What follows belongs to an exercise in optimizing a design on an open flow for small area and a short achievable clock period; a production flow would make more cautious choices.
Where RTL was checked, it was by simulation tests only, not by an equivalence proof against the original.
The RTL of runs 4 to 6 was laid out without a check of its function.
Power figures rest on the tool's default switching activity, not on a simulated workload.

==> flow/design.v <==
module instr_register_pipe #(
  parameter int DEPTH = 32,
  parameter int OP_W  = 8,
  localparam int AW    = $clog2(DEPTH),
  localparam int RES_W = 2 * OP_W
) (
  input  logic                    clk,
  input  logic                    reset,
  input  logic                    load_en,
  input  logic [AW-1:0]           write_pointer,
  input  logic [2:0]              opcode,
  input  logic [OP_W-1:0]         operand_a,
  input  logic [OP_W-1:0]         operand_b,
  input  logic                    clear_en,
  input  logic                    rd_en,
  input  logic [AW-1:0]           read_pointer,
  output logic                    rd_valid,
  output logic                    rd_hit,
  output logic [2:0]              rd_opcode,
  output logic [OP_W-1:0]         rd_operand_a,
  output logic [OP_W-1:0]         rd_operand_b,
  output logic [RES_W-1:0]        rd_result,
  output logic                    rd_div0,
  output logic [AW:0]             entry_count,
  output logic                    full
);
  logic [OP_W-1:0] in_mag_a, in_mag_b;
  logic [OP_W+1:0] in_mag_b3;
  logic [1:0]      in_q0;
  logic [1:0]      in_r0;
  logic [1:0]      in_top;
  assign in_mag_a  = operand_a[OP_W-1] ? -operand_a : operand_a;
  assign in_mag_b  = operand_b[OP_W-1] ? -operand_b : operand_b;
  assign in_mag_b3 = {2'b00, in_mag_b} + {1'b0, in_mag_b, 1'b0};
  logic b_is1, b_is2;
  assign b_is1  = (operand_b == 8'h01) || (operand_b == 8'hFF);
  assign b_is2  = (operand_b == 8'h02) || (operand_b == 8'hFE);
  assign in_top = (operand_a == 8'h80) ? 2'd2 :
                  ((operand_a[7:6] == 2'b01) || (operand_a[7:6] == 2'b10) || (operand_a == 8'hC0)) ? 2'd1 : 2'd0;
  assign in_q0  = b_is1 ? in_top : (b_is2 && in_top[1]) ? 2'd1 : 2'd0;
  assign in_r0  = (b_is1 || (b_is2 && in_top[1])) ? 2'd0 : in_top;
  logic            s1_valid;
  logic [AW-1:0]   s1_ptr;
  logic [2:0]      s1_opcode;
  logic [OP_W-1:0] s1_a;
  logic [OP_W-1:0] s1_b;
  logic [OP_W-3:0] s1_mag_a;    
  logic [OP_W-1:0] s1_mag_b;
  logic [OP_W+1:0] s1_mag_b3;
  logic [1:0]      s1_q0;
  logic [1:0]      s1_r0;
  always_ff @(posedge clk) begin
    if (reset) s1_valid <= 1'b0;
    else       s1_valid <= load_en;
    s1_ptr    <= write_pointer;
    s1_opcode <= opcode;
    s1_a      <= operand_a;
    s1_b      <= operand_b;
    s1_mag_a  <= in_mag_a[OP_W-3:0];
    s1_mag_b  <= in_mag_b;
    s1_mag_b3 <= in_mag_b3;
    s1_q0     <= in_q0;
    s1_r0     <= in_r0;
  end
  logic signed [RES_W-1:0] a_ext, b_ext;
  assign a_ext = {{(RES_W-OP_W){s1_a[OP_W-1]}}, s1_a};
  assign b_ext = {{(RES_W-OP_W){s1_b[OP_W-1]}}, s1_b};
  function automatic logic [OP_W:0] r4_step(input logic [OP_W:0] r, input logic [OP_W-1:0] mb,
                                            input logic [OP_W+1:0] mb3);
    logic [OP_W+2:0] t1, t2, t3;
    t1 = {2'b00, r} - {3'b000, mb};
    t2 = {2'b00, r} - {2'b00, mb, 1'b0};
    t3 = {2'b00, r} - {1'b0, mb3};
    if (!t3[OP_W+2])      r4_step = {2'd3, t3[OP_W-2:0]};
    else if (!t2[OP_W+2]) r4_step = {2'd2, t2[OP_W-2:0]};
    else if (!t1[OP_W+2]) r4_step = {2'd1, t1[OP_W-2:0]};
    else                  r4_step = {2'd0, r[OP_W-2:0]};
  endfunction
  logic [OP_W:0]   st1, st2;
  logic [OP_W+2:0] last_r;      
  assign st1    = r4_step({5'd0, s1_r0, s1_mag_a[5:4]}, s1_mag_b, s1_mag_b3);
  assign st2    = r4_step({st1[OP_W-2:0], s1_mag_a[3:2]}, s1_mag_b, s1_mag_b3);
  assign last_r = {2'b00, st2[OP_W-2:0], s1_mag_a[1:0]};
  logic [OP_W+2:0] lt1, lt2, lt3, ln0, ln1, ln2, ln3;
  assign lt1 = last_r - {3'b000, s1_mag_b};
  assign lt2 = last_r - {2'b00, s1_mag_b, 1'b0};
  assign lt3 = last_r - {1'b0, s1_mag_b3};
  assign ln0 = -last_r;
  assign ln1 = {3'b000, s1_mag_b} - last_r;
  assign ln2 = {2'b00, s1_mag_b, 1'b0} - last_r;
  assign ln3 = {1'b0, s1_mag_b3} - last_r;
  logic [OP_W-1:0] mod_lo;      
  assign mod_lo = !lt3[OP_W+2] ? (s1_a[OP_W-1] ? ln3[OP_W-1:0] : lt3[OP_W-1:0]) :
                  !lt2[OP_W+2] ? (s1_a[OP_W-1] ? ln2[OP_W-1:0] : lt2[OP_W-1:0]) :
                  !lt1[OP_W+2] ? (s1_a[OP_W-1] ? ln1[OP_W-1:0] : lt1[OP_W-1:0]) :
                                 (s1_a[OP_W-1] ? ln0[OP_W-1:0] : last_r[OP_W-1:0]);
  logic [OP_W-1:0] uq;
  logic [1:0]      q_last;
  assign q_last = !lt3[OP_W+2] ? 2'd3 : !lt2[OP_W+2] ? 2'd2 : !lt1[OP_W+2] ? 2'd1 : 2'd0;
  assign uq     = {s1_q0, st1[OP_W:OP_W-1], st2[OP_W:OP_W-1], q_last};
  logic [RES_W-1:0] div_res, mod_res;
  assign div_res = (s1_a[OP_W-1] ^ s1_b[OP_W-1]) ? -{{(RES_W-OP_W){1'b0}}, uq} : {{(RES_W-OP_W){1'b0}}, uq};
  assign mod_res = {{(RES_W-OP_W){mod_lo[OP_W-1]}}, mod_lo};
  logic b_zero;
  assign b_zero = (s1_b == '0);
  localparam logic [RES_W-1:0] DIV0_CODE = {1'b1, {(RES_W-1){1'b0}}};
  logic [RES_W-1:0] alu_res;
  always_comb begin
    alu_res  = '0;
    case (s1_opcode)
      3'd0: alu_res = '0;
      3'd1: alu_res = a_ext;
      3'd2: alu_res = b_ext;
      3'd3: alu_res = a_ext + b_ext;
      3'd4: alu_res = a_ext - b_ext;
      3'd5: alu_res = a_ext * b_ext;
      3'd6:    alu_res = b_zero ? DIV0_CODE : div_res;
      default: alu_res = b_zero ? DIV0_CODE : mod_res;
    endcase
  end
  logic [2:0]       mem_opcode [DEPTH];
  logic [OP_W-1:0]  mem_a      [DEPTH];
  logic [OP_W-1:0]  mem_b      [DEPTH];
  logic [RES_W-1:0] mem_result [DEPTH];
  logic [DEPTH-1:0] valid_q;
  logic [AW:0]      count_q;
  for (genvar e = 0; e < DEPTH; e++) begin : g_mem
    always_ff @(posedge clk) begin
      if (s1_valid && s1_ptr == AW'(e)) begin
        mem_opcode[e] <= s1_opcode;
        mem_a[e]      <= s1_a;
        mem_b[e]      <= s1_b;
        mem_result[e] <= alu_res;
      end
    end
  end
  always_ff @(posedge clk) begin
    if (reset || clear_en) begin
      valid_q <= '0;
      count_q <= '0;
    end else if (s1_valid) begin
      valid_q[s1_ptr] <= 1'b1;
      if (!valid_q[s1_ptr]) count_q <= count_q + (AW+1)'(1);
    end
  end
  logic [DEPTH-1:0] rsel;
  logic             rd_take, rd_hold;
  assign rd_take = rd_en && !reset;
  assign rd_hold = !rd_en && !reset;
  for (genvar e = 0; e < DEPTH; e++) begin : g_rsel
    assign rsel[e] = rd_take && valid_q[e] && (read_pointer == AW'(e));
  end
  logic             rd_hit_d;
  logic [2:0]       rd_opcode_d;
  logic [OP_W-1:0]  rd_a_d, rd_b_d;
  logic [RES_W-1:0] rd_result_d;
  logic             rd_div0_d;
  always_comb begin
    rd_hit_d    = rd_hold & rd_hit;
    rd_opcode_d = {3{rd_hold}} & rd_opcode;
    rd_a_d      = {OP_W{rd_hold}} & rd_operand_a;
    rd_b_d      = {OP_W{rd_hold}} & rd_operand_b;
    rd_result_d = {RES_W{rd_hold}} & rd_result;
    rd_div0_d   = rd_hold & rd_div0;
    for (int e = 0; e < DEPTH; e++) begin
      rd_hit_d    = rd_hit_d    | rsel[e];
      rd_opcode_d = rd_opcode_d | ({3{rsel[e]}} & mem_opcode[e]);
      rd_a_d      = rd_a_d      | ({OP_W{rsel[e]}} & mem_a[e]);
      rd_b_d      = rd_b_d      | ({OP_W{rsel[e]}} & mem_b[e]);
      rd_result_d = rd_result_d | ({RES_W{rsel[e]}} &
                                   {mem_result[e][RES_W-1] & mem_result[e][RES_W-2], mem_result[e][RES_W-2:0]});
      rd_div0_d   = rd_div0_d   | (rsel[e] & mem_result[e][RES_W-1] & !mem_result[e][RES_W-2]);
    end
  end
  always_ff @(posedge clk) begin
    rd_valid     <= rd_take;
    rd_hit       <= rd_hit_d;
    rd_opcode    <= rd_opcode_d;
    rd_operand_a <= rd_a_d;
    rd_operand_b <= rd_b_d;
    rd_result    <= rd_result_d;
    rd_div0      <= rd_div0_d;
  end
  assign entry_count = count_q;
  assign full        = count_q[AW];
endmodule
==> flow/flow/run.sh <==
#!/bin/bash
# Standard layout, with timing repair aimed at a setup slack of SETUP_MARGIN ns
# so the achieved period is pushed below the constraint's period.
set -euo pipefail
SETUP_MARGIN=${SETUP_MARGIN:-21.5}
bash standard.sh SETUP_SLACK_MARGIN=$SETUP_MARGIN finish > standard.log 2>&1
==> flow/standard.sh <==
#!/bin/bash
# synth_recipe.tcl (not shown) runs the flow's synth.tcl, then flattens the netlist and writes it again
# the make line also repeats each setting of config.mk as NAME=value (left out here)
make -C /OpenROAD-flow-scripts/flow DESIGN_CONFIG=/design/flow/config.mk WORK_HOME=/design/flow/orfs CLKGATE_MAP_FILE= SYNTH_SCRIPT=/design/flow/synth_recipe.tcl "${@:-finish}"
==> flow/config.mk <==
export PLATFORM = sky130hd
export DESIGN_NAME = instr_register_pipe
export DESIGN_NICKNAME = instr_register_pipe
export VERILOG_FILES = /design/flow/design.v
export SDC_FILE = /design/flow/constraint.sdc
export NUM_CORES = 4
export LEC_CHECK = 0
export CAP_MARGIN = 20
export CORE_MARGIN = 2
export CORE_UTILIZATION = 65
export PLACE_DENSITY = 0.75
export SLEW_MARGIN = 20
==> flow/constraint.sdc <==
create_clock -name core_clock -period 30.0 [get_ports {clk}]
set_input_delay 6.0000 -clock core_clock [delete_from_list [all_inputs] [get_ports {clk}]]
set_output_delay 6.0000 -clock core_clock [all_outputs]
set_load 0.01 [all_outputs]
==> impl_results.md, run 1 <==
- Mux cell area share after synthesis: less than 1%
- Nature of the critical path startpoint: input port
- Share of cells above drive strength 1: 11.1%
- Hold endpoint: rd_operand_b[5]
- Hold Startpoint: mem_b[3][5]
- Most common cell in the netlist: edfxtp_1
- Clock root buffer: clkbuf_16
- Final worst hold slack: between 0.4 and 0.5 ns
- Slew Viols, Final: 0
- CTS buffer count: ~120
- Leading area contributor after synthesis: edfxtp_1
- Reg2reg start: s1_mag_b[3]
- Clk Latency, worst-skew pair: 0.70 ns
- Die Ht: 288 um
- Clk slew on worst S/H paths: ~0.060 ns
- CTS H-tree depth: 3
- Vias in the first global route: approximately 35000
- Worst Hold Depth: 2
- Avg Cell Area, Syn: 14.9 um^2
- Crit end category: flop
- Filler Cells Inserted: about 5000
- First-pass GRT wire length: ~240 mm
- Largest cells by area after synthesis: edfxtp_1 64%, dfxtp_1 4.8%, a22oi_1 3.6%
- Net Count, Synth: approximately 3800
- Area grow syn2layout: 12.7%
- Final hold violations: 0
- Lkg Pwr: 19.8 nW
- Grt ovf: 0
- Worst Skew: roughly 0.029 ns
- MaxCap Viol Count: 0
- Dpl cells: around 4600
- CTS Buffer Depth: 3
- Top FF cell, synth: edfxtp_1
- Crit Path Category: in2reg
- Initial antenna violation count: 0
- Crit. Startpoint: reset
- Pin count of the biggest net entering global routing: 77
- Post-Synth Adder-Cell Area: under 10%
- CTS tree: yes
- Synth Area in Compound Gates: 13.0%
- Die width: around 290 um
- Maximum clock frequency: approximately 0.12 GHz
- Hold buffer count at cts: 0
- Final ANT Viol Nets: 0
- Post-synth EDFFs: ~1100
- Max_slew headroom: between 20 and 30%
- Final HPWL DP: between 90 and 100 mm
- CTS Sinks: 1246
- Post-synthesis instance total: approximately 3500
- Port buffer count: roughly 80
- Power density over the cells: 75.6 nW/um^2
- Ys Warns: 5
- Via density: around 7.4
- # IOs: a little under 80
- Crit Path Max Fanout: 37
- Hold Crit Class: reg2reg
- Final Non-Filler Cells: slightly below 5000
- Mapped cell area: about 52000 um^2
- Routability cong.: 1.03
- Setup TNS: 0 ns
- Reg2reg path depth: 25
- #FFs+latches synth: approximately 1200
- DR iter-0 viols: around 6300
- Final net count: about 3900
- Worst R2R End: mem_result[6][10]
- Seq/Total Area, Yosys: 69.1%
- Core area: approximately 80000 um^2
- Final setup vio count: 0
- Reg2reg setup slack: roughly 22 ns
- Synth unique cells: 84
- Unrepaired setup endpoints after global routing: false
- Synth Area in Simple Gates: 7.19%
- Largest family of logic cells by synthesized area: compound AO/OA/AOI/OAI gates
- DRC: 0
- Peak supply drop: around 61 uV
- Slew @ Worst Pin: around 1.1 ns
- Final period util: 28.2%
- Die ar.: around 83000 um^2
- Worst path required time: between 30 and 40 ns
- Inserted Diodes: 0
- GRT Resource Usage Total: about 41%
- Avg WL per Cell: roughly 35 um
- Initial core utilization: approximately 65%
- Outcome: complete, no violations
- Row Count: approximately 100
- Tmin final: 8.46 ns
- Post-Synth XOR/XNOR Area: between 1 and 1.5%
- DRT Pass-1 Iters: 10
- Post-synth top cells: 1120 x edfxtp_1, 250 x a22oi_1, 161 x nor2_1
- Final WL: between 150 and 200 mm
- Synth top area share: between 60% and 70%
- Via count: about 36000
- Synth async-reset ratio: 0%
- Arrival time at the worst endpoint: between 9 and 10 ns
==> metrics by stage <==
step                      power, mW  utilization [%]  setup WS (ns)  area (um^2)
after detailed placement       2.98             68.4          20.20        54900
after global placement         2.95             68.4          20.32        54900
after floorplan                2.67                -          21.98        52300
after CTS                      4.41             73.3          21.45        58800
after global routing           4.59             73.6          21.48        59000
final                          4.46             73.6          21.54        59000
==> sequential cells by signal, indices dropped and copies added (netlist names), 7 cells and up <==
register	cells
rd_operand_a	8
s1_a	7
s1_mag_b	7
rd_operand_b	8
mem_a	256
s1_mag_b3	10
s1_b	7
mem_opcode	96
valid_q	32
rd_result	16
mem_result	512
mem_b	256
==> worst max-delay path, stage by stage <==
cell and delay, ns:
clkdlybuf4s50_1 0.59, nor2b_1 0.12, nand2_1 0.16, nor2_1 0.12, and3_2 0.22, buf_4 0.40, nand3_1 0.24, nand4_1 0.11
or4_1 0.56, nor4_1 0.36, nand4_1 0.13
==> what timing repair did <==
action / in CTS / in global routing
gates cloned: 1 / 0
setup buffers: 0 / 6
resized for setup: 22 / 32
pin swaps: 1 / 3
endpoints found under the setup margin: 489 / 517
==> power by group <==
part	total [mW]	switching (mW)	internal (mW)	leakage (nW)
registers	2.07	0.0164	2.05	10.8
logic	0.930	0.633	0.297	7.20
clock network	1.46	0.633	0.826	1.83
==> layer usage <==
metal | up-vias | GRT usage, % | wire [um]
met2 | 3253 | 66.1 | 78700
met1 | 17500 | 53.0 | 54900
met3 | 713 | 10.1 | 25900
met5 | - | 0 | 0
met4 | 0 | 20.8 | 11000
li1 | 14300 | - | -
==> placed cells by master (no fill, tap or decap), drive strengths merged, types with 14 or more instances in the layout <==
master / netlist / layout
and3: 43 / 43
xnor2: 56 / 56
or3: 25 / 25
a31oi: 44 / 44
nor2b: 27 / 27
nor4: 27 / 27
o21a: 17 / 17
and2: 25 / 25
clkinv: 2 / 35
nand4: 80 / 80
nand2: 121 / 121
edfxtp: 1120 / 1120
clkdlybuf4s50: 0 / 78
a221oi: 136 / 136
dfxtp: 126 / 126
nand2b: 23 / 23
o211ai: 14 / 14
fa: 70 / 70
a22o: 132 / 132
o21ai: 59 / 59
xor2: 27 / 27
nand3: 110 / 111
a222oi: 34 / 34
nor2: 164 / 164
nor3: 59 / 59
a21o: 23 / 23
a22oi: 250 / 250
buf: 49 / 112
a21oi: 75 / 75
ha: 148 / 148
inv: 154 / 159
clkbuf: 124 / 169
==> cells by family (layout without fill, tap and decap cells) <==
group	after synthesis	count (layout)
compound gates	884	884
mux	23	23
buf+inv	329	567
flops	1246	1246
simple gates	735	736
xor+xnor	83	83
fa+ha+maj	218	218
==> worst max path at each step <==
stage	end	slack, ns
3_3_place_gp	mem_result[1][9]	20.32
5_1_grt	mem_result[3][4]	21.48
2_1_floorplan	rd_div0	21.98
4_1_cts	rd_result[7]	21.45
6_report	rd_result[15]	21.54
3_5_place_dp	mem_result[1][9]	20.20
==> layout make-up <==
cell class              count  area [um^2]  share of cell area [%]
flip-flops and latches   1246        36200                    61.3
multi-input cells        1944        15400                    26.2
clock buffers             169         3260                    5.54
repair buffers            190         1670                    2.83
well taps                1060         1330                    2.25
inverters                 156          586                   0.993
clock inverters            52          534                   0.906
==> run 2: changes to the inputs <==
==> flow/run.sh (new file) <==
#!/bin/bash
# synth_recipe.tcl (not shown) runs the flow's synth.tcl, then flattens the netlist and writes it again
# the make line also repeats each setting of config.mk as NAME=value (left out here)
make -C /OpenROAD-flow-scripts/flow DESIGN_CONFIG=/design/flow/config.mk WORK_HOME=/design/flow/orfs CLKGATE_MAP_FILE= SYNTH_SCRIPT=/design/flow/synth_recipe.tcl finish
removed: flow/flow/run.sh
removed: flow/standard.sh
==> run 2 against run 1 <==
  * Maximum frequency shrank 11%
  * Non-clock buffer count shrank 5
  * Sequential cell count is the same
  * Cell area shrank 0.44%
  * Global-route usage shrank 0.18 points
  * Area after synthesis is the same
  * Clock power is essentially flat
  * Die area is the same
  * Register-to-register slack lost 1.3 ns
==> impl_results.md, run 2 <==
- Outcome: complete, no violations
- Row Count: 104 (unchanged)
- Lkg Pwr: 19.8 nW (about the same)
- Pin count of the biggest net entering global routing: 75 (-2.6%)
- Max_slew headroom: 21.3% (-7.5 points)
- Setup TNS: 0 ns (unchanged)
- Core area: 80200 um^2 (unchanged)
- Share of cells above drive strength 1: 10.8% (-0.33 points)
- Hold Crit Class: reg2reg
- CTS tree: yes
- CTS Buffer Depth: 3 (unchanged)
- Most frequent cell on the critical path: o21ai_0
- Multi-input gate area: 15300 um^2 (-1.1%)
- DRC: 0 (unchanged)
- Via count: 35600 (-0.36%)
- Die Ht: 288 um (unchanged)
- Via density: 7.40 (-0.30%)
- CTS buffer count: 117 (+0.86%)
- Worst path required time: 30.21 ns (-0.36 ns)
- Final Core Density: 73.2% (-0.32 points)
- Final setup vio count: 0 (unchanged)
- Maximum clock frequency: 0.106 GHz (-11%)
- Post-CTS resize count: 0 (-100%)
- Crit Path Max Fanout: 35 (-5.4%)
- Ys Warns: 5 (unchanged)
- Initial antenna violation count: 3 (+3)
- Top FF cell, synth: edfxtp_1
- Arrival time at the worst endpoint: 9.66 ns (+0.63 ns)
- Storage element area: 36200 um^2 (about the same)
- Biggest regs: mem_result: 512 flops, mem_a: 256 flops, mem_b: 256 flops
- GRT Resource Usage Total: 41.1% (-0.18 points)
- Final ANT Viol Nets: 0 (unchanged)
- Clk slew on worst S/H paths: 0.06 ns (about the same)
- CTS H-tree depth: 3 (unchanged)
- Synth unique cells: 84 (unchanged)
- Total power: 4.42 mW (-0.75%)
- Biggest register: mem_result
- DRT Pass-1 Iters: 9 (-1)
- Vias in the first global route: 34900 (+0.40%)
- First-pass GRT wire length: 241 mm (about the same)
- Final worst hold slack: 0.451 ns (-0.0144 ns)
- Grt ovf: 0 (unchanged)
- Initial core utilization: 65.3% (unchanged)
- Max reg flops: 512 (unchanged)
- Hold buffer count at cts: 0 (unchanged)
- Post-synth top cells: 1120 x edfxtp_1, 250 x a22oi_1, 161 x nor2_1
- Post-synth EDFFs: 1120 (unchanged)
- Largest cells by area after synthesis: edfxtp_1 64%, dfxtp_1 4.8%, a22oi_1 3.6%
- Net Count, Synth: 3770 (unchanged)
- Final period util: 31.5% (+3.3 points)
- Synth top area share: 64.3% (unchanged)
- Worst Skew: 0.0684 ns (+0.0391 ns)
- MaxCap Viol Count: 0 (unchanged)
- Crit end category: flop
- Mapped cell area: 52300 um^2 (unchanged)
- Nature of the critical path startpoint: flop
- Routability cong.: 0.958 (-6.6%)
- Leading area contributor after synthesis: edfxtp_1
- Post-CTS Setup Repair Bufs: 0 (unchanged)
- Synth async-reset ratio: 0% (unchanged)
- Avg Cell Area, Syn: 14.9 um^2 (unchanged)
- Seq/Total Area, Yosys: 69.1% (unchanged)
- Slew @ Worst Pin: 1.15 ns (+0.0828 ns)
- Die ar.: 82800 um^2 (unchanged)
- Avg WL per Cell: 35.1 um (-0.82%)
- Slew Viols, Final: 0 (unchanged)
- Final net count: 3901 (-0.13%)
- Peak supply drop: 55.8 uV (-9.1%)
- Most common cell in the netlist: edfxtp_1
- Tmin final: 9.45 ns (+0.997 ns)
- Most common cell after layout, fill and taps aside: edfxtp_1
- CTS Sinks: 1246 (unchanged)
- # IOs: 79 (unchanged)
- Unrepaired setup endpoints after global routing: false
- Final HPWL DP: 92.4 mm (+2.6%)
- CP max stage cell: o41ai_1
- Filler Cells Inserted: 4927 (-1.3%)
- Final Non-Filler Cells: 4814 (-0.062%)
- Most frequent cells in the layout: 1120 x edfxtp_1, 250 x a22oi_1, 154 x inv_1
- Final WL: 169 mm (-0.89%)
- Post-synthesis instance total: 3518 (unchanged)
- Area grow syn2layout: 12.2%
- DR iter-0 viols: 6225 (-1.1%)
- #FFs+latches synth: 1246 (unchanged)
- Die width: 288 um (unchanged)
- Dpl cells: 4590 (+0.044%)
- Power density over the cells: 75.4 nW/um^2 (-0.31%)
- Clk Latency, worst-skew pair: 0.72 ns (+0.02 ns)
- Critical path's largest stage delay: 0.81 ns (+0.22 ns)
- Final hold violations: 0 (unchanged)
- Clock root buffer: clkbuf_16
- Crit Path Category: reg2reg
- Port buffer count: 78 (unchanged)
[run 2: cell counts after synthesis]
No cell type changed its count.
[run 2: final timing paths]
kind / start / end / slack (ns) / cells past startpoint
hold reg to reg: mem_result[8][3] / rd_result[3] / 0.45 / 2
setup reg to reg: s1_mag_b3[0] / mem_result[21][9] / 20.55 / 29
hold / removal: mem_result[8][3] / rd_result[3] / 0.45 / 2
setup / recovery: s1_mag_b3[0] / mem_result[21][9] / 20.55 / 29
[run 2: cell type report]
type | instances | share of cell area [%]
inverter | 156 | 0.997
tap | 1060 | 2.26
sequential | 1246 | 61.6
clock inverter | 47 | 0.723
clock buffer | 175 | 5.74
antenna | 2 | 0.00853
timing repair buffer | 185 | 2.70
multi-input combinational | 1943 | 26.0
[run 2: report_power, final]
group	switching [mW]	leakage [nW]	internal, mW
clock	0.641	1.87	0.808
sequential	0.0146	10.8	2.05
combinational	0.619	7.16	0.287
total	1.27	19.8	3.15
[run 2: logic make-up after synthesis]
group           count (synthesis)  synth area share [%]
compound gates                884                  13.0
xor+xnor                       83                  1.39
fa+ha+maj                     218                  6.22
buf+inv                       329                  2.38
flops                        1246                  69.1
mux                            23                 0.705
simple gates                  735                  7.19
[run 2: critical path, delay by kind of cell, from the launching register on]
kind,cells,cell delay [ns]
and+or+nand+nor,9,2.58
adders and majority gates,4,1.45
AOI/OAI and AO/OA,11,3.05
buffers and inverters,5,1.11
DFF,1,0.69
[run 2: metrics by stage]
stage	cell area, um^2	worst slack (ns)
3_3_place_gp	54900	20.70
4_1_cts	58700	20.35
2_1_floorplan	52300	21.45
6_report	58700	20.55
3_5_place_dp	54900	20.41
5_1_grt	58700	19.90
[run 2: per-layer routing]
layer / routed length (um) / GRT usage [%]
met1: 55900 / 53.6
met2: 78300 / 65.0
met3: 24800 / 10.3
met4: 10100 / 19.8
met5: 22 / 0
==> run 3: changes to the inputs <==
==> flow/flow/run.sh (new file) <==
#!/bin/bash
# Standard layout, with timing repair aimed at a setup slack of SETUP_MARGIN ns
# so the achieved period is pushed below the constraint's period. The repair
# may pick any cell of the same function (not only the same footprint), the
# port buffers are buf_4, and early gate sizing sizes drivers for their loads.
set -euo pipefail
SETUP_MARGIN=${SETUP_MARGIN:-22}
bash standard.sh SETUP_SLACK_MARGIN=$SETUP_MARGIN MATCH_CELL_FOOTPRINT=0 EARLY_SIZING_CAP_RATIO=6 \
  "BUFFER_PORTS_ARGS=-buffer_cell sky130_fd_sc_hd__buf_4" finish > standard.log 2>&1
==> flow/standard.sh (new file) <==
#!/bin/bash
# synth_recipe.tcl (not shown) runs the flow's synth.tcl, then flattens the netlist and writes it again
# the make line also repeats each setting of config.mk as NAME=value (left out here)
make -C /OpenROAD-flow-scripts/flow DESIGN_CONFIG=/design/flow/config.mk WORK_HOME=/design/flow/orfs CLKGATE_MAP_FILE= SYNTH_SCRIPT=/design/flow/synth_recipe.tcl "${@:-finish}"
--- a/flow/config.mk
+++ b/flow/config.mk
@@ -9,4 +9,7 @@
 export CORE_MARGIN = 2
 export CORE_UTILIZATION = 65
+export CTS_BUF_LIST = sky130_fd_sc_hd__clkbuf_4
+export CTS_CLUSTER_DIAMETER = 40
+export CTS_CLUSTER_SIZE = 10
 export PLACE_DENSITY = 0.75
 export SLEW_MARGIN = 20
removed: flow/run.sh
==> run 3 against run 2 <==
  * Cell area is 2.5% lower
  * Area after synthesis stayed put
  * Critical path depth is 19 lower
  * Clock power is 33% lower
  * Clock skew is 0.0076 ns higher
  * Sequential share of layout area is 1.6 points higher
  * Wire length is 0.28% higher
  * Combinational power is 7.0% higher
  * Die area stayed put
  * Sequential cell count stayed put
  * Cell count is 1.7% higher
  * Sequential power hardly changed
  * Critical path type is now in2reg
==> impl_results.md, run 3 <==
- Worst R2R End: mem_result[26][4]
- Post-synth top cells: 1120 x edfxtp_1, 250 x a22oi_1, 161 x nor2_1
- Filler Cells Inserted: 5240 (+6.4%)
- Via count: 35900 (+0.73%)
- Initial core utilization: 65.3% (unchanged)
- Area grow syn2layout: 9.37%
- CTS tree: yes
- Final worst hold slack: 0.477 ns (+0.0261 ns)
- Slew @ Worst Pin: 1.12 ns (-0.0343 ns)
- Hold Startpoint: mem_result[3][13]
- Most frequent cell on the critical path: buf_4
- Unrepaired setup endpoints after global routing: false
- Top delay family on crit path: simple AND/OR/NAND/NOR gates
- Clk slew on worst S/H paths: 0.11 ns (+0.05 ns)
- Synth top area share: 64.3% (unchanged)
- Grt ovf: 0 (unchanged)
- Reg2reg path depth: 32 (+10%)
- DRC: 0 (unchanged)
- Power density over the cells: 70.0 nW/um^2 (-7.1%)
- Max_slew headroom: 25.2% (+3.9 points)
- # IOs: 79 (unchanged)
- Most common cell after layout, fill and taps aside: edfxtp_1
- Multi-input gate area: 15400 um^2 (+1.1%)
- Most common cell in the netlist: edfxtp_1
- Cell internal pwr: 2.78 mW (-12%)
- CTS H-tree depth: 4 (+1)
- Dpl cells: 4590 (unchanged)
- DR iter-0 viols: 5890 (-5.4%)
- Lkg Pwr: 19.5 nW (-1.9%)
- Initial antenna violation count: 3 (unchanged)
- CTS buffer count: 156 (+33%)
- Sequential Power Share: 51.5% (+4.7 points)
- Final net count: 3965 (+1.6%)
- Routability cong.: 1.00 (+4.4%)
- Storage element area: 36200 um^2 (about the same)
- Net Count, Synth: 3770 (unchanged)
- Biggest regs: mem_result: 512 flops, mem_a: 256 flops, mem_b: 256 flops
- Slew Viols, Final: 0 (unchanged)
- Arrival time at the worst endpoint: 8.93 ns (-0.73 ns)
- Via density: 7.33 (-0.92%)
- Clock root buffer: clkbuf_4
- Worst Skew: 0.0761 ns (+0.00765 ns)
- Synth unique cells: 84 (unchanged)
- Critical path's largest stage delay: 0.71 ns (-0.10 ns)
- Synth async-reset ratio: 0% (unchanged)
- Core area: 80200 um^2 (unchanged)
- Leading area contributor after synthesis: edfxtp_1
- Biggest register: mem_result
- Worst path required time: 30.96 ns (+0.75 ns)
- Most frequent cells in the layout: 1120 x edfxtp_1, 250 x a22oi_1, 234 x clkbuf_4
- CTS Buffer Depth: 3 (unchanged)
- Final WL: 170 mm (+0.28%)
- Post-synthesis instance total: 3518 (unchanged)
- Crit end category: flop
- Switching share of power: 30.6% (+1.8 points)
- Final HPWL DP: 91.8 mm (-0.70%)
- Worst Hold Depth: 2 (unchanged)
- Total power: 4.00 mW (-9.5%)
- Nature of the critical path startpoint: input port
- DRT Pass-1 Iters: 6 (-3)
- Crit-path cells: buf_4, nor2b_1, nand2b_1, nor3b_1, and3_2, buf_4, a22o_1, a221oi_1, nand4_1, or3_1
- Maximum clock frequency: 0.125 GHz (+19%)
- CTS Sinks: 1246 (unchanged)
- Ys Warns: 5 (unchanged)
- Final ANT Viol Nets: 0 (unchanged)
- Peak supply drop: 43.0 uV (-23%)
- Post-synth EDFFs: 1120 (unchanged)
- Setup TNS: 0 ns (unchanged)
- Reg2reg start: s1_mag_a[5]
- Final setup vio count: 0 (unchanged)
- Outcome: complete, no violations
- Die Ht: 288 um (unchanged)
- First-pass GRT wire length: 239 mm (-0.88%)
- CP max stage cell: buf_4
- GRT Resource Usage Total: 41.1% (about the same)
- Row Count: 104 (unchanged)
- Port buffer count: 78 (unchanged)
- Avg WL per Cell: 34.6 um (-1.4%)
- Clk Latency, worst-skew pair: 1.07 ns (+0.35 ns)
- Avg Cell Area, Syn: 14.9 um^2 (unchanged)
- Hold endpoint: rd_result[13]
- Final Core Density: 71.4% (-1.9 points)
- Die ar.: 82800 um^2 (unchanged)
- MaxCap Viol Count: 0 (unchanged)
- Buf/Inv on CP: 2 (-3)
- Tmin final: 7.97 ns (-1.48 ns)
- Max reg flops: 512 (unchanged)
- Vias in the first global route: 34700 (-0.54%)
- Pin count of the biggest net entering global routing: 77 (+2.7%)
- Combinational Power Share: 24.2% (+3.7 points)
- Hold Crit Class: reg2reg
- Die width: 288 um (unchanged)
- #FFs+latches synth: 1246 (unchanged)
- Crit Path Category: in2reg
- Largest cells by area after synthesis: edfxtp_1 64%, dfxtp_1 4.8%, a22oi_1 3.6%
- Clock share of power: 24.3% (-8.5 points)
- Switching pwr: 1.23 mW (-3.8%)
- Top FF cell, synth: edfxtp_1
- Share of cells above drive strength 1: 16.2% (+5.4 points)
- Seq/Total Area, Yosys: 69.1% (unchanged)
- Crit Path Max Fanout: 28 (-20%)
- Final Non-Filler Cells: 4894 (+1.7%)
- Final hold violations: 0 (unchanged)
- Mapped cell area: 52300 um^2 (unchanged)
- Reg2reg setup slack: 22.17 ns (+1.62 ns)
- Final period util: 26.6% (-4.9 points)
[run 3: cell counts after synthesis]
Identical to the previous run, type by type.
[run 3: worst max path at each step]
stage / startpoint / to / slack, ns / cells after the start
2_1_floorplan: rd_en / rd_div0 / 22.02 / 11
3_5_place_dp: s1_mag_a[5] / mem_result[15][13] / 20.61 / 27
5_1_grt: s1_mag_a[5] / mem_result[8][15] / 21.90 / 33
4_1_cts: s1_mag_a[5] / mem_result[14][15] / 22.06 / 33
6_report: reset / rd_operand_a[6] / 22.03 / 10
3_3_place_gp: s1_mag_a[5] / mem_result[11][13] / 20.85 / 27
[run 3: power groups by stage]
| stage | sequential, mW | combinational [mW] | clock [mW] |
|---|---|---|---|
| 3_3_place_gp | 2.10 | 0.841 | 0 |
| 5_1_grt | 2.07 | 1.04 | 1.04 |
| 6_report | 2.06 | 0.969 | 0.972 |
| 4_1_cts | 2.06 | 0.899 | 0.973 |
| 3_5_place_dp | 2.11 | 0.865 | 0 |
| 2_1_floorplan | 2.11 | 0.560 | 0 |
[run 3: stage by stage]
step / worst slack, ns / cell area [um^2]
5_1_grt: 21.90 / 57200
6_report: 22.03 / 57200
3_5_place_dp: 20.61 / 54700
2_1_floorplan: 22.02 / 52300
4_1_cts: 22.06 / 57000
3_3_place_gp: 20.85 / 54700
[run 3: tightest hold or removal path: stages, from the launching register on]
cell,delay (ns)
edfxtp_1,0.34
a222oi_1,0.06
nand2_1,0.05
[run 3: metal layers]
| layer | up-vias | GRT usage, % | share of wire [%] |
|---|---|---|---|
| met5 | - | 0 | 0.015 |
| li1 | 14400 | - | - |
| met2 | 3282 | 64.0 | 45 |
| met4 | 4 | 23.5 | 6.9 |
| met1 | 17400 | 53.4 | 32 |
| met3 | 737 | 9.88 | 15 |
[run 3: cell type report]
type	count	share of cell area, %
inverter	156	1.03
multi-input combinational	1943	26.9
timing repair buffer	210	2.79
clock inverter	44	0.660
tap	1060	2.32
antenna	1	0.00437
sequential	1246	63.2
clock buffer	234	3.07
[run 3: repair_timing]
action	4_1_cts	5_1_grt
pin swaps	2	3
endpoints found under the setup margin	480	480
gates resized for setup	23	16
hold buffers	0	0
setup buffers	4	21
[run 3: kinds of logic (layout without fill, tap and decap cells)]
| family | Yosys count | after routing | share of synthesized area (%) |
|---|---|---|---|
| AOI/OAI and AO/OA | 884 | 884 | 13.0 |
| muxes | 23 | 23 | 0.705 |
| buffers and inverters | 329 | 644 | 2.38 |
| DFF | 1246 | 1246 | 69.1 |
| other | 0 | 1 | 0 |
| and+or+nand+nor | 735 | 735 | 7.19 |
| adders and majority gates | 218 | 218 | 6.22 |
| xor gates and xnor gates | 83 | 83 | 1.39 |
==> run 4: changes to the inputs <==
--- a/flow/design.v
+++ b/flow/design.v
@@ -125,5 +125,21 @@
   logic [DEPTH-1:0] valid_q;
   logic [AW:0]      count_q;
+  logic             s2_valid, s2_live;
+  logic [AW-1:0]    s2_ptr;
+  logic [RES_W-1:0] s2_res;
+  always_ff @(posedge clk) begin
+    if (reset) begin
+      s2_valid <= 1'b0;
+      s2_live  <= 1'b0;
+    end else begin
+      s2_valid <= s1_valid;
+      s2_live  <= s1_valid && !clear_en;
+    end
+    s2_ptr <= s1_ptr;
+    s2_res <= alu_res;
+  end
+  logic [DEPTH-1:0] pend;       
   for (genvar e = 0; e < DEPTH; e++) begin : g_mem
+    assign pend[e] = s2_valid && s2_ptr == AW'(e);
     always_ff @(posedge clk) begin
       if (s1_valid && s1_ptr == AW'(e)) begin
@@ -131,6 +147,6 @@
         mem_a[e]      <= s1_a;
         mem_b[e]      <= s1_b;
-        mem_result[e] <= alu_res;
       end
+      if (pend[e]) mem_result[e] <= s2_res;
     end
   end
@@ -144,10 +160,12 @@
     end
   end
-  logic [DEPTH-1:0] rsel;
-  logic             rd_take, rd_hold;
+  logic [DEPTH-1:0] rsel, rsel_res;
+  logic             rd_take, rd_hold, rd_byp;
   assign rd_take = rd_en && !reset;
   assign rd_hold = !rd_en && !reset;
+  assign rd_byp  = rd_take && s2_live && (read_pointer == s2_ptr);
   for (genvar e = 0; e < DEPTH; e++) begin : g_rsel
-    assign rsel[e] = rd_take && valid_q[e] && (read_pointer == AW'(e));
+    assign rsel[e]     = rd_take && valid_q[e] && (read_pointer == AW'(e));
+    assign rsel_res[e] = rd_take && valid_q[e] && !pend[e] && (read_pointer == AW'(e));
   end
   logic             rd_hit_d;
@@ -161,6 +179,7 @@
     rd_a_d      = {OP_W{rd_hold}} & rd_operand_a;
     rd_b_d      = {OP_W{rd_hold}} & rd_operand_b;
-    rd_result_d = {RES_W{rd_hold}} & rd_result;
-    rd_div0_d   = rd_hold & rd_div0;
+    rd_result_d = ({RES_W{rd_hold}} & rd_result) |
+                  ({RES_W{rd_byp}} & {s2_res[RES_W-1] & s2_res[RES_W-2], s2_res[RES_W-2:0]});
+    rd_div0_d   = (rd_hold & rd_div0) | (rd_byp & s2_res[RES_W-1] & !s2_res[RES_W-2]);
     for (int e = 0; e < DEPTH; e++) begin
       rd_hit_d    = rd_hit_d    | rsel[e];
@@ -168,7 +187,7 @@
       rd_a_d      = rd_a_d      | ({OP_W{rsel[e]}} & mem_a[e]);
       rd_b_d      = rd_b_d      | ({OP_W{rsel[e]}} & mem_b[e]);
-      rd_result_d = rd_result_d | ({RES_W{rsel[e]}} &
+      rd_result_d = rd_result_d | ({RES_W{rsel_res[e]}} &
                                    {mem_result[e][RES_W-1] & mem_result[e][RES_W-2], mem_result[e][RES_W-2:0]});
-      rd_div0_d   = rd_div0_d   | (rsel[e] & mem_result[e][RES_W-1] & !mem_result[e][RES_W-2]);
+      rd_div0_d   = rd_div0_d   | (rsel_res[e] & mem_result[e][RES_W-1] & !mem_result[e][RES_W-2]);
     end
   end
==> flow/flow/run.sh (replaced) <==
#!/bin/bash
# Standard layout, with timing repair aimed at a setup slack of SETUP_MARGIN ns
# so the achieved period is pushed below the constraint's period. The repair
# may pick any cell of the same function (not only the same footprint), and
# the port buffers are buf_4.
set -euo pipefail
SETUP_MARGIN=${SETUP_MARGIN:-22}
bash standard.sh SETUP_SLACK_MARGIN=$SETUP_MARGIN MATCH_CELL_FOOTPRINT=0 \
  "BUFFER_PORTS_ARGS=-buffer_cell sky130_fd_sc_hd__buf_4" finish > standard.log 2>&1
--- a/flow/config.mk
+++ b/flow/config.mk
@@ -9,7 +9,6 @@
 export CORE_MARGIN = 2
 export CORE_UTILIZATION = 65
-export CTS_BUF_LIST = sky130_fd_sc_hd__clkbuf_4
-export CTS_CLUSTER_DIAMETER = 40
-export CTS_CLUSTER_SIZE = 10
+export CTS_BUF_LIST = sky130_fd_sc_hd__clkbuf_8
+export CTS_CLUSTER_SIZE = 30
 export PLACE_DENSITY = 0.75
 export SLEW_MARGIN = 20
==> run 4 against run 3 <==
  * Still clean on timing, DRC and antenna
  * Largest power group unchanged
  * Cell count rose by 4.4%
  * Clock power rose by 36%
  * Highest routed layer is now met4
  * Core utilization rose by 2.4 points
  * Cell area rose by 4.2%
  * Largest cell class unchanged
  * Sequential share of layout area fell by 1.8 points
  * Critical endpoint is now rd_result[15]
  * Clock skew fell by 0.020 ns
==> impl_results.md, run 4 <==
- Largest cells by area after synthesis: edfxtp_1 63%, dfxtp_1 5.6%, a22oi_1 4.5%
- Die Ht: 290 um (+0.88%)
- Final HPWL DP: 97.7 mm (+6.4%)
- Core area: 80800 um^2 (+0.81%)
- # IOs: 79 (unchanged)
- Via density: 7.23 (-1.3%)
- Share of cells above drive strength 1: 15.4% (-0.83 points)
- Maximum clock frequency: 0.125 GHz (-0.36%)
- Synth top area share: 63.1% (-1.1 points)
- Outcome: complete, no violations
- DR iter-0 viols: 6996 (+19%)
- Slew @ Worst Pin: 1.20 ns (+0.0843 ns)
- Synth async-reset ratio: 0% (unchanged)
- Port buffer count: 78 (unchanged)
- CTS Sinks: 1269 (+1.8%)
- Ys Warns: 5 (unchanged)
- Leading area contributor after synthesis: edfxtp_1
- Mapped cell area: 53300 um^2 (+1.8%)
- Tmin final: 8.00 ns (+0.0287 ns)
- Grt ovf: 0 (unchanged)
- Filler Cells Inserted: 4990 (-4.8%)
- Final WL: 172 mm (+1.3%)
- Top FF cell, synth: edfxtp_1
- Unrepaired setup endpoints after global routing: true
- Post-synthesis instance total: 3645 (+3.6%)
- Final ANT Viol Nets: 0 (unchanged)
- Slew Viols, Final: 0 (unchanged)
- Crit Path Category: in2reg
- Biggest register: mem_result
- Final period util: 26.7% (+0.096 points)
- Max_slew headroom: 19.9% (-5.3 points)
- Routability cong.: 0.965 (-3.6%)
- Clock root buffer: clkbuf_8
- CTS tree: yes
- Crit Path Max Fanout: 21 (-25%)
- Crit end category: flop
- Nature of the critical path startpoint: input port
- Initial antenna violation count: 3 (unchanged)
- Final hold violations: 0 (unchanged)
- Initial core utilization: 65.9% (+0.64 points)
- Post-synth EDFFs: 1120 (unchanged)
- Setup TNS: 0 ns (unchanged)
- Max reg flops: 512 (unchanged)
- Synth unique cells: 76 (-9.5%)
- Clk Latency, worst-skew pair: 0.90 ns (-0.17 ns)
- Pin count of the biggest net entering global routing: 76 (-1.3%)
- DRT Pass-1 Iters: 8 (+2)
- Multi-input gate area: 15800 um^2 (+2.4%)
- Biggest regs: mem_result: 512 flops, mem_a: 256 flops, mem_b: 256 flops
- DRC: 0 (unchanged)
- Clk slew on worst S/H paths: 0.06 ns (-0.05 ns)
- Peak supply drop: 52.9 uV (+23%)
- Power density over the cells: 70.2 nW/um^2 (+0.38%)
- CTS H-tree depth: 4 (unchanged)
- Arrival time at the worst endpoint: 8.74 ns (-0.19 ns)
- Vias in the first global route: 35800 (+3.3%)
- Most common cell in the netlist: edfxtp_1
- Area grow syn2layout: 11.9%
- CTS Buffer Depth: 3 (unchanged)
- Final net count: 4139 (+4.4%)
- Storage element area: 36600 um^2 (+1.3%)
- Hold Crit Class: reg2reg
- Seq/Total Area, Yosys: 68.7% (-0.36 points)
- Most frequent cells in the layout: 1120 x edfxtp_1, 317 x a22oi_1, 224 x buf_4
- Die width: 290 um (+0.88%)
- CTS buffer count: 189 (+21%)
- MaxCap Viol Count: 0 (unchanged)
- Die ar.: 84200 um^2 (+1.8%)
- #FFs+latches synth: 1269 (+1.8%)
- Most common cell after layout, fill and taps aside: edfxtp_1
- Worst path required time: 30.74 ns (-0.22 ns)
- Lkg Pwr: 21.5 nW (+10%)
- Post-synth top cells: 1120 x edfxtp_1, 317 x a22oi_1, 206 x nor2_1
- Via count: 37000 (+3.0%)
- Final setup vio count: 0 (unchanged)
- GRT Resource Usage Total: 40.5% (-0.53 points)
- Net Count, Synth: 3896 (+3.3%)
- Worst Skew: 0.0558 ns (-0.0203 ns)
- Row Count: 104 (unchanged)
- Avg Cell Area, Syn: 14.6 um^2 (-1.7%)
- First-pass GRT wire length: 244 mm (+2.4%)
- Avg WL per Cell: 33.6 um (-2.9%)
- Final Core Density: 73.8% (+2.4 points)
-- run 4: cell count changes in the layout (fill, tap and decap cells not counted), sizes merged, moves of 13 or more --
cell	change
buf	+22
nand4	+26
clkbuf	-38
a222oi	-13
nor2b	+38
a22o	-16
a22oi	+67
dfxtp	+23
clkinv	+43
nand3	-15
inv	+65
a21oi	+21
nor2	+42
-- run 4: cells by family after synthesis --
kind of cell | after synthesis | synth area share [%]
xor gates and xnor gates | 82 | 1.35
muxes | 32 | 0.879
adders and majority gates | 217 | 6.08
buffers and inverters | 328 | 2.34
AOI/OAI and AO/OA | 910 | 12.9
DFF | 1269 | 68.7
and+or+nand+nor | 807 | 7.70
-- run 4: worst max-delay path, cell delays in order --
cell and delay (ns):
buf_4 0.12, nor2b_2 0.19, and3_1 0.23, and3_1 0.21, buf_4 0.30, nor2b_2 0.24, buf_6 0.26, nand3_1 0.14
nand4_1 0.16, or4_1 0.56, nor4_1 0.19, nand4_1 0.11
-- run 4: report_power, final --
| part | total, mW | leakage (nW) | switching (mW) | internal, mW |
|---|---|---|---|---|
| combinational | 0.770 | 7.64 | 0.493 | 0.277 |
| clock | 1.32 | 2.08 | 0.673 | 0.649 |
| sequential | 2.10 | 11.7 | 0.0656 | 2.03 |
| total | 4.19 | 21.5 | 1.23 | 2.96 |
-- run 4: repair_timing --
action | 4_1_cts | 5_1_grt
endpoints found under the setup margin | 22 | 33
buffers inserted | 2 | 1
resized for setup | 9 | 24
pin swaps | 0 | 1
hold buffers | 0 | 0
-- run 4: per-stage QoR --
step / hold slack (ns) / power, mW / instances / cell area, um^2 / setup WS [ns]
2_1_floorplan: 0.329 / 2.63 / 3645 / 53300 / 22.02
3_3_place_gp: 0.449 / 2.85 / 4754 / 55900 / 20.76
3_5_place_dp: 0.464 / 2.87 / 4754 / 55900 / 20.99
4_1_cts: 0.461 / 4.16 / 5105 / 59500 / 21.99
5_1_grt: 0.477 / 4.33 / 5108 / 59600 / 21.94
6_report: 0.462 / 4.19 / 5108 / 59600 / 22.00
-- run 4: cell type report --
type / count / area share (%)
multi-input combinational: 2048 / 26.5
tap: 1060 / 2.22
inverter: 148 / 0.940
clock buffer: 196 / 4.52
sequential: 1269 / 61.4
clock inverter: 153 / 1.43
timing repair buffer: 232 / 2.99
antenna: 2 / 0.00839
-- run 4: final timing paths --
kind	endpoint	slack, ns	startpoint	cells after the start
setup / recovery	rd_result[15]	22.00	rd_en	12
hold / removal	rd_result[4]	0.46	mem_result[14][4]	2
setup reg to reg	s2_res[7]	22.25	s1_mag_b[3]	29
hold reg to reg	rd_result[4]	0.46	mem_result[14][4]	2
-- run 4: metal layers --
metal,GRT usage (%),vias up,share of wire (%)
met5,0,-,0
li1,-,14900,-
met3,13.1,692,17
met2,60.8,3557,44
met4,18.2,0,5.2
met1,54.8,17800,34
==> run 5: changes to the inputs <==
--- a/flow/config.mk
+++ b/flow/config.mk
@@ -6,4 +6,5 @@
 export NUM_CORES = 4
 export LEC_CHECK = 0
+export ABC_AREA = 1
 export CAP_MARGIN = 20
 export CORE_MARGIN = 2
==> run 5 against run 4 <==
  * Synthesized cell count rose by 25%
  * Global-route usage decreased by 7.2 points
  * Count of clock-buffer cells in the layout is 17 higher
  * Largest cell class unchanged
  * Power increased by 1.2%
  * Cell area grew 2.7%
  * Still clean on timing, DRC and antenna
  * Critical path depth down 3
  * Combinational power rose by 4.2%
==> impl_results.md, run 5 <==
- Outcome: complete, no violations
- Reg2reg start: s1_mag_b3[0]
- Final ANT Viol Nets: 0 (unchanged)
- Final HPWL DP: 93.4 mm (-4.4%)
- Biggest register: mem_result
- Port buffer count: 78 (unchanged)
- Grt ovf: 0 (unchanged)
- Initial core utilization: 65.5% (-0.38 points)
- First-pass GRT wire length: 214 mm (-12%)
- Die ar.: 86600 um^2 (+2.8%)
- Clk slew on worst S/H paths: 0.07 ns (about the same)
- Crit Path Max Fanout: 20 (-4.8%)
- Final hold violations: 0 (unchanged)
- Lkg Pwr: 23.7 nW (+10%)
- Routability cong.: 0.960 (-0.43%)
- Most common cell after layout, fill and taps aside: edfxtp_1
- Buf/Inv on CP: 3 (unchanged)
- Met2 GRT Util: 49.8% (-11 points)
- Seq/Total Area, Yosys: 66.9% (-1.9 points)
- Hold buffer count at cts: 0 (unchanged)
- Post-synth EDFFs: 1120 (unchanged)
- Top delay family on crit path: simple AND/OR/NAND/NOR gates
- Net Count, Synth: 4793 (+23%)
- Arrival time at the worst endpoint: 8.72 ns (-0.02 ns)
- Routing usage on met1: 49.1% (-5.7 points)
- Unrepaired setup endpoints after global routing: true
- Final Non-Filler Cells: 6058 (+19%)
- Ys Warns: 5 (unchanged)
- Pre-CTS setup slack: 20.99 ns (-0.00290 ns)
- Crit end category: flop
- Avg Cell Area, Syn: 12.1 um^2 (-17%)
- Total power: 4.24 mW (+1.2%)
- Initial antenna violation count: 4 (+1)
- Hold Startpoint: valid_q[28]
- Worst path required time: 30.67 ns (-0.07 ns)
- Most common cell in the netlist: edfxtp_1
- Crit. Startpoint: read_pointer[4]
- Storage element area: 36600 um^2 (about the same)
- Crit Path Category: in2reg
- Dpl cells: 5694 (+20%)
- Setup TNS: 0 ns (unchanged)
- CTS Buffer Depth: 3 (unchanged)
- Share of cells above drive strength 1: 12.9% (-2.5 points)
- Via density: 6.12 (-15%)
- Area grow syn2layout: 11.8%
- Maximum clock frequency: 0.124 GHz (-0.66%)
- Mapped cell area: 54800 um^2 (+2.8%)
- Slew @ Worst Pin: 1.15 ns (-0.0555 ns)
- Row Count: 106 (+1.9%)
- Filler Cells Inserted: 5502 (+10%)
- DRC: 0 (unchanged)
- Pin count of the biggest net entering global routing: 69 (-9.2%)
- Leading area contributor after synthesis: edfxtp_1
- Critical path's largest stage delay: 0.70 ns (+0.14 ns)
- Final WL: 143 mm (-16%)
- Most frequent cells in the layout: 1120 x edfxtp_1, 1001 x nand2_1, 501 x inv_1
- Avg WL per Cell: 23.7 um (-30%)
- Worst Skew: 0.0527 ns (-0.00310 ns)
- CP max stage cell: or4_1
- Synth top area share: 61.4% (-1.7 points)
- Final net count: 5067 (+22%)
- Final period util: 26.8% (+0.18 points)
- MaxCap Viol Count: 0 (unchanged)
- Top FF cell, synth: edfxtp_1
- Hold Crit Class: reg2reg
- Final setup vio count: 0 (unchanged)
- Crit-path cells: buf_4, inv_2, nand4_1, inv_1, nand2_1, nand2_1, a221oi_1, nand4_1, or4_1
- CTS buffer count: 188 (-0.53%)
- Post-route cell area: 61200 um^2 (+2.7%)
- Vias in the first global route: 35200 (-1.7%)
- Largest cells by area after synthesis: edfxtp_1 61%, nand2_1 6.9%, dfxtp_1 5.4%
- Post-synthesis instance total: 4542 (+25%)
- DRT Pass-1 Iters: 8 (unchanged)
- Die Ht: 294 um (+1.4%)
- Die width: 294 um (+1.4%)
- Met3 usage: 8.29% (-4.8 points)
- CTS Sinks: 1269 (unchanged)
- Final worst hold slack: 0.468 ns (+0.00546 ns)
- Multi-input gate area: 16100 um^2 (+2.2%)
- Clk Latency, worst-skew pair: 0.88 ns (-0.02 ns)
- # IOs: 79 (unchanged)
- Power density over the cells: 69.2 nW/um^2 (-1.4%)
- Nature of the critical path startpoint: input port
- Synth async-reset ratio: 0% (unchanged)
- CTS H-tree depth: 4 (unchanged)
- Max reg flops: 512 (unchanged)
- CTS tree: yes
- Tmin final: 8.05 ns (+0.0527 ns)
- Slew Viols, Final: 0 (unchanged)
- #FFs+latches synth: 1269 (unchanged)
- Synth unique cells: 72 (-5.3%)
- Final Core Density: 73.3% (-0.51 points)
- Clock root buffer: clkbuf_8
- Core area: 83600 um^2 (+3.4%)
- GRT Resource Usage Total: 33.3% (-7.2 points)
- DR iter-0 viols: 4756 (-32%)
- GR peak layer: met2
- Biggest regs: mem_result: 512 flops, mem_a: 256 flops, mem_b: 256 flops
- Max_slew headroom: 23.6% (+3.7 points)
- Final worst slack: 21.95 ns (-0.0527 ns)
- Via count: 37100 (+0.35%)
- Peak supply drop: 46.0 uV (-13%)
- Placed Area: 57300 um^2 (+2.5%)
- Post-synth top cells: 1120 x edfxtp_1, 1002 x nand2_1, 426 x inv_1
==> run 5: path summary, 6_finish.rpt <==
kind / endpoint / slack (ns) / depth (start not counted)
max: rd_operand_b[7] / 21.95 / 9
min: valid_q[28] / 0.47 / 2
max reg2reg: s2_res[7] / 22.50 / 40
min reg2reg: valid_q[28] / 0.47 / 2
==> run 5: layout make-up <==
type	count	share of cell area (%)
timing repair inverter	1	0.00817
sequential	1269	59.8
antenna	2	0.00817
multi-input combinational	2678	26.3
inverter	471	2.94
tap	1080	2.21
clock inverter	137	1.28
timing repair buffer	207	2.60
clock buffer	213	4.79
==> run 5: what timing repair did <==
action | 4_1_cts | 5_1_grt
endpoints found under the setup margin | 2 | 24
resized for setup | 2 | 23
buffers inserted | 0 | 10
pin swaps | 0 | 3
cloned | 0 | 1
==> run 5: power breakdown <==
part | total, mW | switching [mW] | internal [mW] | leakage [nW]
logic | 0.802 | 0.539 | 0.263 | 9.79
registers | 2.08 | 0.0356 | 2.04 | 11.7
clock network | 1.36 | 0.660 | 0.699 | 2.17
==> run 5: kinds of logic (layout without fill, tap and decap cells) <==
logic type / Yosys count / in the layout / synth area share, %
compound gates: 631 / 631 / 7.96
xor+xnor: 53 / 53 / 0.848
fa+ha+maj: 217 / 217 / 5.92
buf+inv: 595 / 1029 / 4.23
flops: 1269 / 1269 / 66.9
mux: 2 / 2 / 0.0366
other cells: 0 / 2 / 0
simple gates: 1775 / 1775 / 14.1
==> run 5: layer usage <==
metal / up-vias / wire, um
met5: - / 23
met4: 4 / 3510
met3: 261 / 18500
met2: 2208 / 64100
met1: 17800 / 57300
li1: 16800 / -
==> run 5: worst reg2reg max path: cells and delay by family, from the launching register on <==
family          cells  cell delay (ns)
simple gates       14             1.87
compound gates     11             2.25
fa+ha+maj           5             1.49
flops               1             0.34
buf+inv            10             1.45
==> run 6: changes to the inputs <==
--- a/flow/design.v
+++ b/flow/design.v
@@ -104,8 +104,9 @@
   logic b_zero;
   assign b_zero = (s1_b == '0);
-  localparam logic [RES_W-1:0] DIV0_CODE = {1'b1, {(RES_W-1){1'b0}}};
   logic [RES_W-1:0] alu_res;
+  logic             alu_div0;
   always_comb begin
     alu_res  = '0;
+    alu_div0 = 1'b0;
     case (s1_opcode)
       3'd0: alu_res = '0;
@@ -115,6 +116,12 @@
       3'd4: alu_res = a_ext - b_ext;
       3'd5: alu_res = a_ext * b_ext;
-      3'd6:    alu_res = b_zero ? DIV0_CODE : div_res;
-      default: alu_res = b_zero ? DIV0_CODE : mod_res;
+      3'd6: begin
+        if (b_zero) alu_div0 = 1'b1;
+        else        alu_res  = div_res;
+      end
+      default: begin
+        if (b_zero) alu_div0 = 1'b1;
+        else        alu_res  = mod_res;
+      end
     endcase
   end
@@ -123,23 +130,8 @@
   logic [OP_W-1:0]  mem_b      [DEPTH];
   logic [RES_W-1:0] mem_result [DEPTH];
+  logic             mem_div0   [DEPTH];
   logic [DEPTH-1:0] valid_q;
   logic [AW:0]      count_q;
-  logic             s2_valid, s2_live;
-  logic [AW-1:0]    s2_ptr;
-  logic [RES_W-1:0] s2_res;
-  always_ff @(posedge clk) begin
-    if (reset) begin
-      s2_valid <= 1'b0;
-      s2_live  <= 1'b0;
-    end else begin
-      s2_valid <= s1_valid;
-      s2_live  <= s1_valid && !clear_en;
-    end
-    s2_ptr <= s1_ptr;
-    s2_res <= alu_res;
-  end
-  logic [DEPTH-1:0] pend;       
   for (genvar e = 0; e < DEPTH; e++) begin : g_mem
-    assign pend[e] = s2_valid && s2_ptr == AW'(e);
     always_ff @(posedge clk) begin
       if (s1_valid && s1_ptr == AW'(e)) begin
@@ -147,6 +139,7 @@
         mem_a[e]      <= s1_a;
         mem_b[e]      <= s1_b;
+        mem_result[e] <= alu_res;
+        mem_div0[e]   <= alu_div0;
       end
-      if (pend[e]) mem_result[e] <= s2_res;
     end
   end
@@ -160,12 +153,7 @@
     end
   end
-  logic [DEPTH-1:0] rsel, rsel_res;
-  logic             rd_take, rd_hold, rd_byp;
-  assign rd_take = rd_en && !reset;
-  assign rd_hold = !rd_en && !reset;
-  assign rd_byp  = rd_take && s2_live && (read_pointer == s2_ptr);
+  logic [DEPTH-1:0] rsel;
   for (genvar e = 0; e < DEPTH; e++) begin : g_rsel
-    assign rsel[e]     = rd_take && valid_q[e] && (read_pointer == AW'(e));
-    assign rsel_res[e] = rd_take && valid_q[e] && !pend[e] && (read_pointer == AW'(e));
+    assign rsel[e] = !reset && valid_q[e] && (read_pointer == AW'(e));
   end
   logic             rd_hit_d;
@@ -175,11 +163,10 @@
   logic             rd_div0_d;
   always_comb begin
-    rd_hit_d    = rd_hold & rd_hit;
-    rd_opcode_d = {3{rd_hold}} & rd_opcode;
-    rd_a_d      = {OP_W{rd_hold}} & rd_operand_a;
-    rd_b_d      = {OP_W{rd_hold}} & rd_operand_b;
-    rd_result_d = ({RES_W{rd_hold}} & rd_result) |
-                  ({RES_W{rd_byp}} & {s2_res[RES_W-1] & s2_res[RES_W-2], s2_res[RES_W-2:0]});
-    rd_div0_d   = (rd_hold & rd_div0) | (rd_byp & s2_res[RES_W-1] & !s2_res[RES_W-2]);
+    rd_hit_d    = 1'b0;
+    rd_opcode_d = '0;
+    rd_a_d      = '0;
+    rd_b_d      = '0;
+    rd_result_d = '0;
+    rd_div0_d   = 1'b0;
     for (int e = 0; e < DEPTH; e++) begin
       rd_hit_d    = rd_hit_d    | rsel[e];
@@ -187,17 +174,18 @@
       rd_a_d      = rd_a_d      | ({OP_W{rsel[e]}} & mem_a[e]);
       rd_b_d      = rd_b_d      | ({OP_W{rsel[e]}} & mem_b[e]);
-      rd_result_d = rd_result_d | ({RES_W{rsel_res[e]}} &
-                                   {mem_result[e][RES_W-1] & mem_result[e][RES_W-2], mem_result[e][RES_W-2:0]});
-      rd_div0_d   = rd_div0_d   | (rsel_res[e] & mem_result[e][RES_W-1] & !mem_result[e][RES_W-2]);
+      rd_result_d = rd_result_d | ({RES_W{rsel[e]}} & mem_result[e]);
+      rd_div0_d   = rd_div0_d   | (rsel[e] & mem_div0[e]);
     end
   end
   always_ff @(posedge clk) begin
-    rd_valid     <= rd_take;
-    rd_hit       <= rd_hit_d;
-    rd_opcode    <= rd_opcode_d;
-    rd_operand_a <= rd_a_d;
-    rd_operand_b <= rd_b_d;
-    rd_result    <= rd_result_d;
-    rd_div0      <= rd_div0_d;
+    rd_valid <= rd_en && !reset;
+    if (rd_en || reset) begin
+      rd_hit       <= rd_hit_d;
+      rd_opcode    <= rd_opcode_d;
+      rd_operand_a <= rd_a_d;
+      rd_operand_b <= rd_b_d;
+      rd_result    <= rd_result_d;
+      rd_div0      <= rd_div0_d;
+    end
   end
   assign entry_count = count_q;
==> flow/run.sh (new file) <==
#!/bin/bash
# synth_recipe.tcl (not shown) runs the flow's synth.tcl, then flattens the netlist and writes it again
# the make line also repeats each setting of config.mk as NAME=value (left out here)
make -C /OpenROAD-flow-scripts/flow DESIGN_CONFIG=/design/flow/config.mk WORK_HOME=/design/flow/orfs CLKGATE_MAP_FILE= SYNTH_SCRIPT=/design/flow/synth_recipe.tcl finish
==> flow/config.mk (replaced) <==
export PLATFORM = sky130hd
export DESIGN_NAME = instr_register_pipe
export DESIGN_NICKNAME = instr_register_pipe
export VERILOG_FILES = /design/flow/design.v
export SDC_FILE = /design/flow/constraint.sdc
export NUM_CORES = 4
export LEC_CHECK = 0
export CAP_MARGIN = 20
export CORE_MARGIN = 2
export CORE_UTILIZATION = 40
export SLEW_MARGIN = 20
removed: flow/flow/run.sh
removed: flow/standard.sh
==> run 6 against run 5 <==
  * Critical path depth grew 12
  * Combinational power grew 4.9%
  * Sequential power grew 2%
  * Core utilization shrank 27 points
  * Die area grew 57%
  * Maximum frequency shrank 15%
  * Area after synthesis shrank 3.0%
  * Sequential cell count grew 9
  * Largest cell class unchanged
==> impl_results.md, run 6 <==
- Final net count: 3845 (-24%)
- Final worst slack: 20.50 ns (-1.45 ns)
- CTS H-tree depth: 4 (unchanged)
- Slew Viols, Final: 0 (unchanged)
- Initial antenna violation count: 1 (-3)
- Lkg Pwr: 20.1 nW (-15%)
- DR iter-0 viols: 5341 (+12%)
- Leading area contributor after synthesis: edfxtp_1
- Switching share of power: 28.5% (-0.66 points)
- Post-synthesis instance total: 3447 (-24%)
- Post-CTS resize count: 0 (-2)
- Max_slew headroom: 21.8% (-1.8 points)
- Final setup vio count: 0 (unchanged)
- Max reg flops: 512 (unchanged)
- Seq/Total Area, Yosys: 70.6% (+3.7 points)
- Outcome: complete, no violations
- MaxCap Viol Count: 0 (unchanged)
- Mapped cell area: 53100 um^2 (-3.0%)
- Synth top area share: 67.3% (+5.8 points)
- Avg Cell Area, Syn: 15.4 um^2 (+28%)
- Most frequent cells in the layout: 1189 x edfxtp_1, 382 x a22oi_1, 149 x inv_1
- Post-synth top cells: 1189 x edfxtp_1, 382 x a22oi_1, 154 x nor2_1
- Top FF cell, synth: edfxtp_1
- # IOs: 79 (unchanged)
- Initial core utilization: 40.3% (-25 points)
- CTS Buffer Depth: 3 (unchanged)
- CTS buffer count: 133 (-29%)
- Vias in the first global route: 32200 (-8.5%)
- Pin count of the biggest net entering global routing: 71 (+2.9%)
- Unrepaired setup endpoints after global routing: false
- Clock share of power: 34.7% (+2.6 points)
- Avg WL per Cell: 32.8 um (+38%)
- Clk Latency, worst-skew pair: 0.77 ns (-0.11 ns)
- Share of cells above drive strength 1: 10.7% (-2.2 points)
- Net Count, Synth: 3699 (-23%)
- Routability cong.: 0.862 (-10%)
- Maximum clock frequency: 0.105 GHz (-15%)
- Sequential Power Share: 46.8% (-2.2 points)
- Setup TNS: 0 ns (unchanged)
- Nature of the critical path startpoint: flop
- Via count: 34300 (-7.5%)
- #FFs+latches synth: 1278 (+0.71%)
- Cell internal pwr: 3.26 mW (+8.4%)
- Final period util: 31.7% (+4.8 points)
- Clock root buffer: clkbuf_16
- Combinational Power Share: 18.5% (-0.4 points)
- Clk slew on worst S/H paths: 0.06 ns (about the same)
- Worst path required time: 30.28 ns (-0.39 ns)
- Tmin final: 9.50 ns (+1.45 ns)
- Final hold violations: 0 (unchanged)
- Port buffer count: 78 (unchanged)
- Row Count: 133 (+25%)
- Pre-CTS setup slack: 19.68 ns (-1.31 ns)
- Arrival time at the worst endpoint: 9.78 ns (+1.06 ns)
- Area grow syn2layout: 14.3%
- Most common cell after layout, fill and taps aside: edfxtp_1
- Core area: 132000 um^2 (+58%)
- First-pass GRT wire length: 248 mm (+16%)
- Hold Crit Class: reg2reg
- Peak supply drop: 59.2 uV (+29%)
- Die width: 368 um (+25%)
- Switching pwr: 1.30 mW (+5.0%)
- Synth unique cells: 77 (+6.9%)
- Final HPWL DP: 92.4 mm (-1.1%)
- Biggest register: mem_result
- Post-CTS Setup Repair Bufs: 0 (unchanged)
- Post-route cell area: 60700 um^2 (-0.90%)
- Most common cell in the netlist: edfxtp_1
- Power density over the cells: 75.1 nW/um^2 (+8.4%)
- Post-synth EDFFs: 1189 (+6.2%)
- Biggest regs: mem_result: 512 flops, mem_a: 256 flops, mem_b: 256 flops
- Largest cells by area after synthesis: edfxtp_1 67%, a22oi_1 5.4%, ha_1 3.5%
- Grt ovf: 0 (unchanged)
- Crit Path Max Fanout: 32 (+60%)
- DRT Pass-1 Iters: 7 (-1)
- Die Ht: 368 um (+25%)
- Slew @ Worst Pin: 1.17 ns (+0.0244 ns)
- CTS Sinks: 1278 (+0.71%)
- Crit Path Category: reg2reg
- Synth async-reset ratio: 0% (unchanged)
- Via density: 6.29 (+2.7%)
- Final ANT Viol Nets: 0 (unchanged)
- Placed Area: 56500 um^2 (-1.4%)
- Hold buffer count at cts: 0 (unchanged)
- Final WL: 179 mm (+25%)
- CTS tree: yes
- Worst Skew: 0.0494 ns (-0.00333 ns)
- Ys Warns: 6 (+1)
- DRC: 0 (unchanged)
- Die ar.: 136000 um^2 (+57%)
- Crit end category: flop
- GRT Resource Usage Total: 26.0% (-7.4 points)
run 6: critical path, cell delays in order (launching register included):
cell       delay [ns]
dfxtp_1          0.69
inv_1            0.38
fa_1             0.51
and3_1           0.19
o21ai_1          0.31
o22ai_1          0.22
mux2i_1          0.55
ha_1             0.39
a211oi_1         0.38
o21ai_1          0.14
a21oi_2          0.60
nand2_1          0.35
a2111oi_1        0.78
nor3b_2          0.26
ha_1             0.30
a2111o_1         0.44
o21a_1           0.30
nor2_1           0.34
nand4_2          0.21
or3_1            0.37
a31oi_1          0.63
nand3_2          0.67
run 6: path summary, 6_finish.rpt:
check	endpoint	slack, ns	cells after the start	start
setup / recovery	mem_result[31][13]	20.50	21	s1_mag_b[1]
hold / removal	count_q[5]	0.51	2	count_q[5]
setup reg to reg	mem_result[31][13]	20.50	21	s1_mag_b[1]
hold reg to reg	count_q[5]	0.51	2	count_q[5]
run 6: routing by layer:
metal	track usage (%)	share of wire [%]	vias to the layer above
met5	0	0	-
met4	7.79	3.3	0
met3	4.74	10	363
met2	42.8	48	2185
met1	35.0	38	17700
li1	-	-	14100
run 6: through the flow:
stage          hold slack [ns]  total power [mW]  util [%]  std cells
3_3_place_gp             0.483              2.99      42.9       5213
5_1_grt                  0.543              4.72      46.1       5451
3_5_place_dp             0.496              3.00      42.9       5213
6_report                 0.506              4.55      46.1       5453
4_1_cts                  0.508              4.55      46.1       5451
2_1_floorplan            0.445              2.72         -       3447
run 6: area by class of cell:
cell class,count,area (um^2)
Fill cell,11400,71000
Sequential cell,1278,37500
Multi-Input combinational cell,1847,14700
Clock buffer,153,3400
Tap cell,1755,2200
Timing Repair Buffer,182,1560
Clock inverter,85,763
Inverter,151,567
Antenna cell,2,5.00
run 6: kinds of logic after synthesis:
logic type / count (synthesis) / synth area share (%)
buffers and inverters: 322 / 2.29
adder cells (fa/ha/maj): 218 / 6.13
AO/OA/AOI/OAI: 895 / 12.7
multiplexers: 29 / 0.818
AND/OR/NAND/NOR: 622 / 6.09
XOR/XNOR: 83 / 1.37
flip-flops: 1278 / 70.6
run 6: power groups by stage:
stage	clock network, mW	registers, mW	logic, mW
final	1.58	2.13	0.841
after global routing	1.66	2.13	0.928
after CTS	1.59	2.13	0.831
after detailed placement	0	2.17	0.827
after global placement	0	2.17	0.816
after floorplan	0	2.17	0.548
